From an optimization exercise on the open Yosys and OpenROAD flow, aimed at small area, a short achievable clock period and few clock cycles per item; shortcuts taken in it are not production practice. Only simulation tests tie the RTL to the original design; equivalence was not proved. Power is estimated from default activity; no workload was simulated.

==> flow/design.v, too long to show whole: its modules and the start of the top module <==
// module segi_macc: 212 lines
// module segi_mul: 109 lines
// module segi_mac1: 118 lines
// module segi_div: 139 lines
// module segi_ptab: 59 lines
// module segment_intersect_dedup: 415 lines
module segment_intersect_dedup (
  input  logic                                clk,
  input  logic                                rst_n,
  input  logic                                in_valid,
  output logic                                in_stall,
  input  logic [128:0]                        in_data,
  output logic                                out_valid,
  input  logic                                out_stall,
  output logic [52:0]                         out_data,
  input  logic                                cfg_valid,
  output logic                                cfg_ready,
  input  logic [segi_pkg::CFG_IDX_W-1:0]      cfg_index,
  input  logic [segi_pkg::CFG_DATA_W-1:0]     cfg_data
);
  // ...
==> flow/run.sh <==
#!/bin/bash
# synth_recipe.tcl (not shown) runs the flow's synth.tcl, then flattens the netlist and writes it again
# the make line also repeats each setting of config.mk as NAME=value (left out here)
make -C /OpenROAD-flow-scripts/flow DESIGN_CONFIG=/design/flow/config.mk WORK_HOME=/design/flow/orfs CLKGATE_MAP_FILE= SYNTH_SCRIPT=/design/flow/synth_recipe.tcl finish
==> flow/config.mk <==
export PLATFORM = sky130hd
export DESIGN_NAME = segment_intersect_dedup
export DESIGN_NICKNAME = segment_intersect_dedup
export VERILOG_FILES = /design/flow/design.v
export SDC_FILE = /design/flow/constraint.sdc
export NUM_CORES = 4
export LEC_CHECK = 0
export CAP_MARGIN = 20
export CORE_MARGIN = 2
export CORE_UTILIZATION = 40
export SETUP_SLACK_MARGIN = 5
export SLEW_MARGIN = 20
==> flow/constraint.sdc <==
create_clock -name core_clock -period 11.0 [get_ports {clk}]
set_input_delay 2.2000 -clock core_clock [delete_from_list [all_inputs] [get_ports {clk}]]
set_output_delay 2.2000 -clock core_clock [all_outputs]
set_load 0.01 [all_outputs]
==> summary.md, run 1 <==
| Metric | Value |
|---|---|
| Status | `no timing/DRC/antenna violations` |
| Seq cells post-synth | `4925` |
| CTS clk-pin slew, worst paths | `0.06 ns` |
| Clock sink count | `4925` |
| Largest stage delay, worst path | `0.73 ns` |
| Largest family of logic cells by synthesized area | `adder cells` |
| Clk pwr share | `0.200` |
| Largest Register | `u_ptab.g_lane.ring_r` |
| RSZ-0062 raised after global routing | `yes` |
| Vias in the first global route | `195000` |
| Die span in x | `828 µm` |
| Busiest grt layer | `met2` |
| Seq_cells | `4925` |
| Clkbuf count | `716` |
| Syn-to-layout area delta | `11.5%` |
| Max-Slew Margin vs Limit | `0.159` |
| Ports | `206` |
| Largest net degree at the start of global routing | `143` |
| Most used cell, CP | `fa_1` |
| Post-synthesis compound-gate area fraction | `0.120` |
| First-pass GRT wire length | `1310000 µm` |
| CP top delay family | `adder cells` |
| Multi-input comb cells | `17600` |
| Startpoint types | `flip-flop` |
| CP Max Fanout | `20` |
| Max H-tree Level | `6` |
| Finished Layout Cells | `34700` |
| CP Capture Type | `flip-flop` |
| Vias | `197000` |
Testbench counts, summed over its fixed seeds: cycles 10,572, items 4,800.
==> module segi_div, before the edit <==
module segi_div #(
  parameter int PW = 8
) (
  input  logic                        clk,
  input  logic                        rst_n,
  input  logic                        load,
  input  logic [3:0]                  ld_k,
  input  logic [33:0]                 ld_dn,
  input  logic [33:0]                 ld_wx,
  input  logic [33:0]                 ld_wy,
  input  logic [segi_pkg::DIV_M-1:0]  ld_sx,
  input  logic [segi_pkg::DIV_M-1:0]  ld_sy,
  input  logic [PW-1:0]               ld_pay,
  input  logic                        take,
  output logic                        idle,
  output logic                        done,
  output logic                        idle_nx,    
  output logic                        done_nx,
  output logic [36:0]                 ws_x,
  output logic [36:0]                 wc_x,
  output logic [36:0]                 ws_y,
  output logic [36:0]                 wc_y,
  output logic [segi_pkg::DIV_M-1:0]  qp_x,
  output logic [segi_pkg::DIV_M-1:0]  qn_x,
  output logic [segi_pkg::DIV_M-1:0]  qp_y,
  output logic [segi_pkg::DIV_M-1:0]  qn_y,
  output logic [PW-1:0]               pay
);
  localparam int U = segi_pkg::DIV_U;
  localparam int M = segi_pkg::DIV_M;
  logic [1:0]  st_r;       
  logic [3:0]  cnt_r;
  logic [33:0] dn_r;
  logic [36:0] wsx_r, wcx_r, wsy_r, wcy_r;
  logic [M-1:0] sqx_r, qnx_r, sqy_r, qny_r;
  logic [PW-1:0] pay_r;
  logic [36:0] wsx_n, wcx_n, wsy_n, wcy_n;
  logic [M-1:0] sqx_n, qnx_n, sqy_n, qny_n;
  function automatic logic [3:0] est_of(input logic [4:0] ts, input logic [4:0] tc,
                                        input logic [4:0] td);
    logic [4:0] sx, mj;
    sx = ts ^ tc ^ td;
    mj = (ts & tc) | (ts & td) | (tc & td);
    est_of = sx[4:1] + mj[3:0];
  endfunction
  always_comb begin
    logic [36:0] s, c, ys, yc, dd;
    logic [M-1:0] sq, qn;
    logic [3:0] est, e_p, e_z, e_m;
    logic [4:0] dtop;
    logic q1, qm;
    dtop = {2'b00, dn_r[33:31]};
    s = wsx_r; c = wcx_r; sq = sqx_r; qn = qnx_r;
    est = s[35:32] + c[35:32];
    for (int i = 0; i < U; i++) begin
      ys  = {s[35:0], sq[M-1]};
      yc  = {c[35:0], 1'b0};
      q1  = !est[3];
      qm  = est[3] && (est != 4'b1111);
      e_p = est_of(ys[35:31], yc[35:31], ~dtop);
      e_z = est_of(ys[35:31], yc[35:31], 5'b00000);
      e_m = est_of(ys[35:31], yc[35:31], dtop);
      dd  = q1 ? ~{3'b000, dn_r} : (qm ? {3'b000, dn_r} : 37'd0);
      s   = ys ^ yc ^ dd;
      c   = {((ys[35:0] & yc[35:0]) | (ys[35:0] & dd[35:0]) | (yc[35:0] & dd[35:0])), q1};
      sq  = {sq[M-2:0], q1};
      qn  = {qn[M-2:0], qm};
      est = q1 ? e_p : (qm ? e_m : e_z);
    end
    wsx_n = s; wcx_n = c; sqx_n = sq; qnx_n = qn;
    s = wsy_r; c = wcy_r; sq = sqy_r; qn = qny_r;
    est = s[35:32] + c[35:32];
    for (int i = 0; i < U; i++) begin
      ys  = {s[35:0], sq[M-1]};
      yc  = {c[35:0], 1'b0};
      q1  = !est[3];
      qm  = est[3] && (est != 4'b1111);
      e_p = est_of(ys[35:31], yc[35:31], ~dtop);
      e_z = est_of(ys[35:31], yc[35:31], 5'b00000);
      e_m = est_of(ys[35:31], yc[35:31], dtop);
      dd  = q1 ? ~{3'b000, dn_r} : (qm ? {3'b000, dn_r} : 37'd0);
      s   = ys ^ yc ^ dd;
      c   = {((ys[35:0] & yc[35:0]) | (ys[35:0] & dd[35:0]) | (yc[35:0] & dd[35:0])), q1};
      sq  = {sq[M-2:0], q1};
      qn  = {qn[M-2:0], qm};
      est = q1 ? e_p : (qm ? e_m : e_z);
    end
    wsy_n = s; wcy_n = c; sqy_n = sq; qny_n = qn;
  end
  logic [1:0] st_nx;
  always_comb begin
    st_nx = st_r;
    if (load)                           st_nx = (ld_k == 4'd0) ? 2'd2 : 2'd1;
    else if (st_r == 2'd1)              st_nx = (cnt_r == 4'd1) ? 2'd2 : 2'd1;
    else if (st_r == 2'd2 && take)      st_nx = 2'd0;
  end
  always_ff @(posedge clk) begin
    if (!rst_n) st_r <= 2'd0;
    else        st_r <= st_nx;
  end
  assign idle_nx = (st_nx == 2'd0);
  assign done_nx = (st_nx == 2'd2);
  always_ff @(posedge clk) begin
    if (load) begin
      cnt_r <= ld_k;
      dn_r  <= ld_dn;
      wsx_r <= {3'b000, ld_wx};
      wcx_r <= '0;
      wsy_r <= {3'b000, ld_wy};
      wcy_r <= '0;
      sqx_r <= ld_sx;
      sqy_r <= ld_sy;
      qnx_r <= '0;
      qny_r <= '0;
      pay_r <= ld_pay;
    end else if (st_r == 2'd1) begin
      cnt_r <= cnt_r - 4'd1;
      wsx_r <= wsx_n;
      wcx_r <= wcx_n;
      wsy_r <= wsy_n;
      wcy_r <= wcy_n;
      sqx_r <= sqx_n;
      sqy_r <= sqy_n;
      qnx_r <= qnx_n;
      qny_r <= qny_n;
    end
  end
  assign idle = (st_r == 2'd0);
  assign done = (st_r == 2'd2);
  assign ws_x = wsx_r;
  assign wc_x = wcx_r;
  assign ws_y = wsy_r;
  assign wc_y = wcy_r;
  assign qp_x = sqx_r;
  assign qn_x = qnx_r;
  assign qp_y = sqy_r;
  assign qn_y = qny_r;
  assign pay  = pay_r;
endmodule
==> run 2: changes to the inputs <==
--- a/flow/design.v
+++ b/flow/design.v
@@ -7,7 +7,7 @@
   localparam int CFG_DATA_W = 12;
   localparam int MAX_POINTS = 64;
-  localparam int DIV_U = 2;
-  localparam int DIV_M = 22;
-  localparam int DIV_N = 4;
+  localparam int DIV_U = 3;
+  localparam int DIV_M = 21;
+  localparam int DIV_N = 3;
   localparam int LANES = 22;
   localparam int ROWS  = (MAX_POINTS + LANES - 1) / LANES;
@@ -490,4 +490,6 @@
   logic [M-1:0] sqx_r, qnx_r, sqy_r, qny_r;
   logic [PW-1:0] pay_r;
+  logic [3:0]   ex_r, ey_r;       
+  logic [3:0]   ex_n, ey_n;
   logic [36:0] wsx_n, wcx_n, wsy_n, wcy_n;
   logic [M-1:0] sqx_n, qnx_n, sqy_n, qny_n;
@@ -507,5 +509,5 @@
     dtop = {2'b00, dn_r[33:31]};
     s = wsx_r; c = wcx_r; sq = sqx_r; qn = qnx_r;
-    est = s[35:32] + c[35:32];
+    est = ex_r;
     for (int i = 0; i < U; i++) begin
       ys  = {s[35:0], sq[M-1]};
@@ -523,7 +525,7 @@
       est = q1 ? e_p : (qm ? e_m : e_z);
     end
-    wsx_n = s; wcx_n = c; sqx_n = sq; qnx_n = qn;
+    wsx_n = s; wcx_n = c; sqx_n = sq; qnx_n = qn; ex_n = est;
     s = wsy_r; c = wcy_r; sq = sqy_r; qn = qny_r;
-    est = s[35:32] + c[35:32];
+    est = ey_r;
     for (int i = 0; i < U; i++) begin
       ys  = {s[35:0], sq[M-1]};
@@ -541,5 +543,5 @@
       est = q1 ? e_p : (qm ? e_m : e_z);
     end
-    wsy_n = s; wcy_n = c; sqy_n = sq; qny_n = qn;
+    wsy_n = s; wcy_n = c; sqy_n = sq; qny_n = qn; ey_n = est;
   end
   logic [1:0] st_nx;
@@ -561,4 +563,6 @@
       dn_r  <= ld_dn;
       wsx_r <= {3'b000, ld_wx};
+      ex_r  <= {2'b00, ld_wx[33:32]};
+      ey_r  <= {2'b00, ld_wy[33:32]};
       wcx_r <= '0;
       wsy_r <= {3'b000, ld_wy};
@@ -572,4 +576,6 @@
       cnt_r <= cnt_r - 4'd1;
       wsx_r <= wsx_n;
+      ex_r  <= ex_n;
+      ey_r  <= ey_n;
       wcx_r <= wcx_n;
       wsy_r <= wsy_n;
==> run 2 against run 1 <==
  * Still clean on timing, DRC and antenna
  * Synthesized cell count shrank 0.58%
  * Non-clock buffer count grew 138
  * Clock skew grew 0.026 ns
  * Via count shrank 0.37%
  * First-iteration DRC count grew 12%
  * Count of clock-buffer cells in the layout shrank 101
  * Power grew 0.63%
  * Sequential power shrank 5%
  * Fmax shrank 4.7%
  * Largest cell class unchanged
==> summary.md, run 2 <==
| Metric | Value |
|---|---|
| Async SR Flop Fraction | `0` |
| Setup TNS | `0 ns` |
| Critical path origin | `p1_rr[1]` |
| Setup violations, final | `0` |
| Clock sink count | `4618 (-6.2%)` |
| Avg Inst Size Synth | `10.6 µm²` |
| EDFF count, synth | `2065` |
| Max clock buf depth | `4` |
| Finished Layout Cells | `34600 (-0.19%)` |
| Largest register FFs | `2112` |
| Max H-tree Level | `5 (-1)` |
| RSZ-0062 raised after global routing | `yes` |
| Fin. Hold Viols | `0` |
| Min Tclk post-route | `6.04 ns` |
| Hold path cells | `0` |
| Max Clock Skew | `0.137 ns` |
| Syn-to-layout area delta | `11.7%` |
| Max-Slew Margin vs Limit | `0.130 (-0.0288)` |
| Root Driver | `clkbuf_16` |
| DR WL/cell | `26.2 µm` |
| R2r setup slk | `4.96 ns` |
| Top post-synthesis cells by area | `edfxtp_1 23%, dfxtp_1 19%, ha_1 12%` |
| GRT Resource Usage Total | `0.259` |
| Reg2Reg Depth | `15` |
| WP depth | `15` |
| First-pass GRT wire length | `1310000 µm (+0.27%)` |
| CTS clk-pin slew, worst paths | `0.06 ns (about the same)` |
| Die ar. | `677000 µm²` |
| DP HPWL | `634000 µm` |
| Final hold slack | `0.214 ns` |
| Class of the most critical setup path | `reg -> reg` |
| Synth top area share | `0.231` |
| Most frequent cells in the layout | `2661 x nand2_1, 2532 x dfxtp_1, 2521 x inv_1` |
| Top-count cell post-synth | `nand2_1` |
| Final #Nets | `29300` |
| Setup WS pre-CTS | `3.15 ns` |
| Synth area leader | `edfxtp_1` |
| Most instantiated cells after synthesis | `2679 x nand2_1, 2555 x inv_1, 2553 x dfxtp_1, 2499 x ha_1, 2065 x edfxtp_1` |
| Area of the mapped netlist | `268000 µm²` |
| Largest Register | `u_ptab.g_lane.ring_r` |
| Largest stage delay, worst path | `0.79 ns (+0.06 ns)` |
| Insertion delay to the later sink of the worst-skew pair | `1.13 ns` |
| Port bufs | `202` |
| Cell variety after synth | `90` |
| Vias in the first global route | `192000 (-1.4%)` |
| TritonRoute pass-1 iters | `10` |
| Drt drc | `0` |
| Gate Count Post-Synth | `25200` |
| RR Startpoint | `p1_rr[1]` |
| Largest net degree at the start of global routing | `156 (+9.1%)` |
| Critical path buffer and inverter count | `5` |
| Status | `no timing/DRC/antenna violations` |
| CP Max Fanout | `86 (+330%)` |
| CTS tree | `built` |
| Worst-Margin Slew | `1.31 ns` |
| Setup crit end | `p1_sy` |
| Placeable Area | `668000 µm²` |
| RD Place Congestion | `0.987` |
| Global route overflow | `0` |
| Reg2reg end | `p1_sy` |
| Via density per instance | `5.66` |
| Crit-path cells | `buf_4 -> buf_12 -> buf_6 -> a222oi_1 -> inv_1 -> ha_1 -> a21o_1 -> a21o_1 -> a21oi_1 -> o21ai_0 -> o21ai_1 -> o211ai_1 -> a221oi_1 -> xnor2_2 -> buf_4` |
| Final worst setup slack | `4.96 ns` |
| WL final | `908000 µm` |
| Synth Warn # | `12` |
| Commonest non-fill, non-tap cell in the layout | `nand2_1` |
| Worst min path class | `reg -> reg` |
| DIE HEIGHT | `823 µm` |
| Arr. time, crit path | `6.85 ns` |
| Inserted Clock Buffers | `479` |
| Vias | `196000 (-0.37%)` |
| # rows | `300` |
| 1st-iter DRT viols | `22600` |
| Fmax | `165 MHz` |
| Dpl cells | `33500` |
| Tcrit/Tclk final | `0.549` |
| CP max stage cell | `dfxtp_4` |
| PwrDens | `318 nW/µm²` |
| Startpoint types | `flip-flop` |
| Sequential area share after synthesis | `0.422` |
| CP Capture Type | `flip-flop` |
| Initial core utilization | `0.402` |
| Die span in x | `823 µm (-0.68%)` |
| Max-slew violation count | `0` |
| Share of layout cells above drive strength 1 | `0.0988` |
| Max Cap Viol | `0` |
| P_leak | `129 nW` |
| Antenna violations before repair | `119` |
| Top_reg_cell synth | `dfxtp_1` |
| CP top delay family | `compound AO/OA/AOI/OAI gates` |
| Seq cells post-synth | `4618 (-6.2%)` |
| Max IR drop VDD | `1.26 mV` |
| Ports | `206 (unchanged)` |
| Critical path required time | `11.80 ns` |
| Final Power | `95.3 mW` |
| Antenna-violating nets left | `0` |
-- run 2: cell types whose count changed after synthesis, sizes merged, moves of 76 or more --
cell,change
fa,+116
nor2,-140
a222oi,+264
edfxtp,-185
nand3,+76
nand2,-931
inv,+1067
o21ai,+149
a22oi,-435
a21oi,-241
ha,+138
clkbuf,-79
dfxtp,-122
-- run 2: per-layer routing --
layer	global-route usage	routed length, µm
met5	0	253
met1	0.342	368000
met2	0.403	400000
met3	0.0481	81900
met4	0.137	57700
-- run 2: worst min path at each step --
stage                                       startpoint                           end  slack (ns)
after floorplan            u_ptab.g_lane[0].ring_r[32]    u_ptab.g_lane[0].ring_r[0]        0.31
after global placement    u_ptab.g_lane[13].ring_r[94]  u_ptab.g_lane[13].ring_r[62]        0.31
after detailed placement   u_ptab.g_lane[5].ring_r[36]    u_ptab.g_lane[5].ring_r[4]        0.31
after CTS                  u_ptab.g_lane[3].ring_r[53]   u_ptab.g_lane[3].ring_r[21]        0.22
after global routing       u_ptab.g_lane[3].ring_r[53]   u_ptab.g_lane[3].ring_r[21]        0.25
final                      u_ptab.g_lane[3].ring_r[53]   u_ptab.g_lane[3].ring_r[21]        0.21
-- run 2: cell type report --
class                           instances  area [µm²]
Clock inverter                        283        3340
Multi-Input combinational cell      16800      142000
Antenna cell                           52         130
Clock buffer                          615       13100
Sequential cell                      4618      113000
Inverter                             2573        9770
Tap cell                             8909       11100
Timing Repair Buffer                  786        7140
Fill cell                           62200      368000
-- run 2: cell families after synthesis --
group           count (synthesis)  share of synthesized area
simple gates                 5416                     0.0903
compound gates               4905                      0.118
flops                        4618                      0.422
fa+ha+maj                    3929                      0.223
buf+inv                      3874                     0.0543
xor+xnor                     1365                     0.0446
mux                          1131                     0.0474
other cells                     2                  0.0000280
-- run 2: worst reg2reg max path: cells and delay by family, from the launching register on --
kind,cells,cell delay (ns)
XOR/XNOR,1,0.16
flip-flops,1,0.79
buffers and inverters,5,1.91
AO/OA/AOI/OAI,8,2.67
adder cells (fa/ha/maj),1,0.25
-- run 2: metrics by stage --
step / cell area [µm²] / utilization
final: 299000 / 0.448
after global routing: 299000 / 0.448
after CTS: 298000 / 0.446
after detailed placement: 280000 / 0.420
after global placement: 280000 / 0.420
after floorplan: 268000 / -
-- run 2: what timing repair did --
| item | 4_1_cts | 5_1_grt |
|---|---|---|
| hold buffers | 0 | 0 |
| gates cloned | 10 | 8 |
| resized for setup | 116 | 157 |
| setup buffers | 51 | 76 |
| pin swaps | 19 | 80 |
| endpoints found under the setup margin | 1199 | 438 |
-- run 2: power breakdown --
| group | switching [mW] | leakage [nW] | internal (mW) |
|---|---|---|---|
| logic | 32.1 | 80.8 | 21.9 |
| registers | 0.837 | 40.0 | 23.4 |
| clock network | 7.34 | 7.94 | 9.69 |
Testbench counts of run 2, summed over its fixed seeds: cycles 10,334, items 4,800.

afterwards: timing with drivers on the ports:
Ports are ideal in the flow. The routed layouts listed here were re-timed in OpenROAD.
Step 1 sets driving cells, clkbuf_16 on the clock port and buf_2 on the other inputs (assumed; they add their load-dependent delay and slew).
Step 2 moves the port delays by t, midway between the first and last clock arrival at a register: inputs arrive t later, outputs are due t later. That takes back most of the time a late clock gives input paths.
Three values: no drivers, after step 1, after step 2; two values: the first two.
| run | t (ns) | slack for setup (ns) | latest minus earliest clock arrival (ns) |
|---|---|---|---|
| run 1 | 1.221 | 5.240 / 5.240 / 4.481 | 0.128 / 0.128 |
| run 2 | 1.200 | 4.956 / 4.956 / 4.287 | 0.168 / 0.167 |
After both steps every run listed still meets setup and hold. The setup slack of run 1, which loses most, moves by 0.000 ns with the drivers and by -0.759 ns with both steps.
